Source: an optimization exercise on an open RTL-to-GDS flow (aim: a short achievable clock period and few clock cycles per item). Production flows keep margins and buffers that such runs may drop.
The RTL was checked by simulation tests, not by an equivalence proof against the original design.

==> v19: inputs <==
==> flow/design.v (excerpt) <==
module pcie_host_if_top (
  input  logic        clk,
  input  logic        rst,
  input  logic [1:0]  i_req_target,
  input  logic        i_req_wr,
  input  logic        i_req_rd,
  input  logic [31:0] i_req_addr,
  input  logic [31:0] i_req_count,
  input  logic        i_host_ing_rdy,
  input  logic [23:0] i_host_ing_size,
  input  logic [31:0] i_host_ing_data,
  output logic        o_host_ing_act,
  output logic        o_host_ing_stb,
  input  logic [1:0]  i_host_egr_rdy,
  input  logic [23:0] i_host_egr_size,
  output logic [1:0]  o_host_egr_act,
  output logic        o_host_egr_stb,
  output logic [31:0] o_host_egr_data,
  output logic        o_dma_ing_rdy,
  output logic [23:0] o_dma_ing_size,
  output logic [31:0] o_dma_ing_data,
  input  logic        i_dma_ing_act,
  input  logic        i_dma_ing_stb,
  output logic [1:0]  o_dma_egr_rdy,
  output logic [23:0] o_dma_egr_size,
  input  logic [1:0]  i_dma_egr_act,
  input  logic        i_dma_egr_stb,
  input  logic [31:0] i_dma_egr_data,
  input  logic        i_dma_idle,
  output logic        o_write_fin,
  output logic        o_read_fin
);
  host_if_pkg::xfer_req_t  req;
  host_if_pkg::ing_src_t   host_ing_src;
  host_if_pkg::ing_ctl_t   host_ing_ctl;
  host_if_pkg::egr_sink_t  host_egr_sink;
  host_if_pkg::egr_src_t   host_egr_src;
  host_if_pkg::ing_src_t   dma_ing_src;
  host_if_pkg::ing_ctl_t   dma_ing_ctl;
  host_if_pkg::egr_sink_t  dma_egr_sink;
  host_if_pkg::egr_src_t   dma_egr_src;
  assign req.target = host_if_pkg::target_e'(i_req_target);
  assign req.wr     = i_req_wr;
  assign req.rd     = i_req_rd;
  assign req.addr   = i_req_addr;
  assign req.count  = i_req_count;
  assign host_ing_src.rdy  = i_host_ing_rdy;
  assign host_ing_src.size = i_host_ing_size;
  assign host_ing_src.data = i_host_ing_data;
  assign o_host_ing_act    = host_ing_ctl.act;
  assign o_host_ing_stb    = host_ing_ctl.stb;
  assign host_egr_sink.rdy  = i_host_egr_rdy;
  assign host_egr_sink.size = i_host_egr_size;
  ...
export LEC_CHECK = 0
export CAP_MARGIN = 20
export CORE_MARGIN = 2
export CORE_UTILIZATION = 40
export GPL_ROUTABILITY_DRIVEN = 1
export PLACE_DENSITY = 0.5
export SETUP_SLACK_MARGIN = 3.0
export SLEW_MARGIN = 20
export SYNTH_MEMORY_MAX_BITS = 16384
create_clock -name core_clock -period 6.5 [get_ports {clk}]
standard.sh (not shown) runs the stock make flow with config.mk's settings and CLKGATE_MAP_FILE= SYNTH_SCRIPT=/design/flow/synth_recipe.tcl, a recipe that flattens the netlist after the stock synthesis.
==> flow/flow/run.sh <==
#!/bin/bash
# Standard layout, with three changes:
# - the ports are constrained to one span of the top edge before IO
#   placement (flow/pins.tcl);
# - the port buffers are buf_4 rather than the slow delay buffer
#   buffer_ports picks by default;
# - up to 10 rounds of antenna repair after detailed routing, not 5.
set -euo pipefail
W=$(pwd)
bash standard.sh PRE_IO_PLACEMENT_TCL="$W/flow/pins.tcl" \
  BUFFER_PORTS_ARGS="-buffer_cell sky130_fd_sc_hd__buf_4" \
  MAX_REPAIR_ANTENNAS_ITER_DRT=10 finish > "$W/orfs_make.log" 2>&1
==> flow/flow/pins.tcl <==
# Place every signal port in one span in the middle of the top edge, so
# the short paths between ports (the DMA pass-through and the routed
# handshakes) stay short. The clock port goes in the middle of that span,
# nearer the middle of the die than a corner.
set block [ord::get_db_block]
set dbu [$block getDefUnits]
set die [$block getDieArea]
set w [expr {double([$die dx]) / $dbu}]
set span 320.0
set lo [expr {max(10.0, $w / 2.0 - $span / 2.0)}]
set hi [expr {min($w - 10.0, $w / 2.0 + $span / 2.0)}]
set names {}
foreach bt [$block getBTerms] {
  set n [$bt getName]
  if {$n ne "clk" && [$bt getSigType] ne "POWER" && [$bt getSigType] ne "GROUND"} {
    lappend names $n
  }
}
puts "pins.tcl: [llength $names] ports on top:[format %.1f $lo]-[format %.1f $hi]"
set_io_pin_constraint -pin_names $names -region top:[format %.1f $lo]-[format %.1f $hi]
set mid [expr {$w / 2.0}]
set_io_pin_constraint -pin_names {clk} -region top:[format %.1f [expr {$mid - 3.0}]]-[format %.1f [expr {$mid + 3.0}]]
==> inputs of v25, as changes to v19 <==
==> flow/flow/run.sh (replaced) <==
#!/bin/bash
# Standard layout, with two changes:
# - the ports are constrained to one span of the top edge before IO
#   placement (flow/pins.tcl);
# - the port buffers are buf_4 rather than the slow delay buffer
#   buffer_ports picks by default.
set -euo pipefail
W=$(pwd)
bash standard.sh PRE_IO_PLACEMENT_TCL="$W/flow/pins.tcl" \
  BUFFER_PORTS_ARGS="-buffer_cell sky130_fd_sc_hd__buf_4" finish > "$W/orfs_make.log" 2>&1
--- a/flow/flow/pins.tcl
+++ b/flow/flow/pins.tcl
@@ -6,7 +6,7 @@
 set dbu [$block getDefUnits]
 set die [$block getDieArea]
 set w [expr {double([$die dx]) / $dbu}]
-set span 320.0
+set span 460.0
 set lo [expr {max(10.0, $w / 2.0 - $span / 2.0)}]
 set hi [expr {min($w - 10.0, $w / 2.0 + $span / 2.0)}]
 set names {}
- CORE_UTILIZATION: 40 -> 25
- PLACE_DENSITY: 0.5 -> 0.3
==> impl_metrics.yaml <==
status:
  status: "complete, no violations"
layout:
  layout-drive-gt1-share_pct: 27.9
  clk_share_pct: 7.96
  clockBufferCount: 1539
grt:
  use_met1_pct: 33.7
worst_setup_path:
  reg2reg_depth: 9
drt:
  via_per_inst: 5.74
-- figures above: v19

==> impl_metrics.yaml <==
layout:
  clockBufferCount: 1728
  clk_share_pct: 8.66
status:
  status: "complete, no violations"
worst_setup_path:
  reg2reg_depth: 4
grt:
  use_met1_pct: 25.8
-- figures above: v25

Testbench counts of v19, summed over its fixed seeds: cycles 18,247, words 17,350.
Testbench counts of v25, summed over its fixed seeds: cycles 18,247, words 17,350.

-- port drivers added, routing unchanged --
The results above use ideal ports. As a check the final layouts listed here were re-extracted and re-timed, cells and wires unchanged. Step 1, drivers: a clkbuf_16 drives clk and a buf_2 each remaining input, both assumed. Step 2 times the ports against the registers' clock, not the clock port: input delays grow and output delays shrink by t, the midpoint of the rising clock arrivals with the driver on. Three values: ideal, step 1, step 2; two values: the first two.
run	t (ns)	setup slack, ns	worst slew at a driven data input, ns
v19	1.290	2.723 / 2.631 / 1.852	0.30
v25	1.357	2.719 / 2.638 / 1.792	0.30
After both steps setup and hold are still met in every run listed. For v25, which loses most, drivers alone change the setup slack by -0.081 ns; drivers and shift together by -0.927 ns.
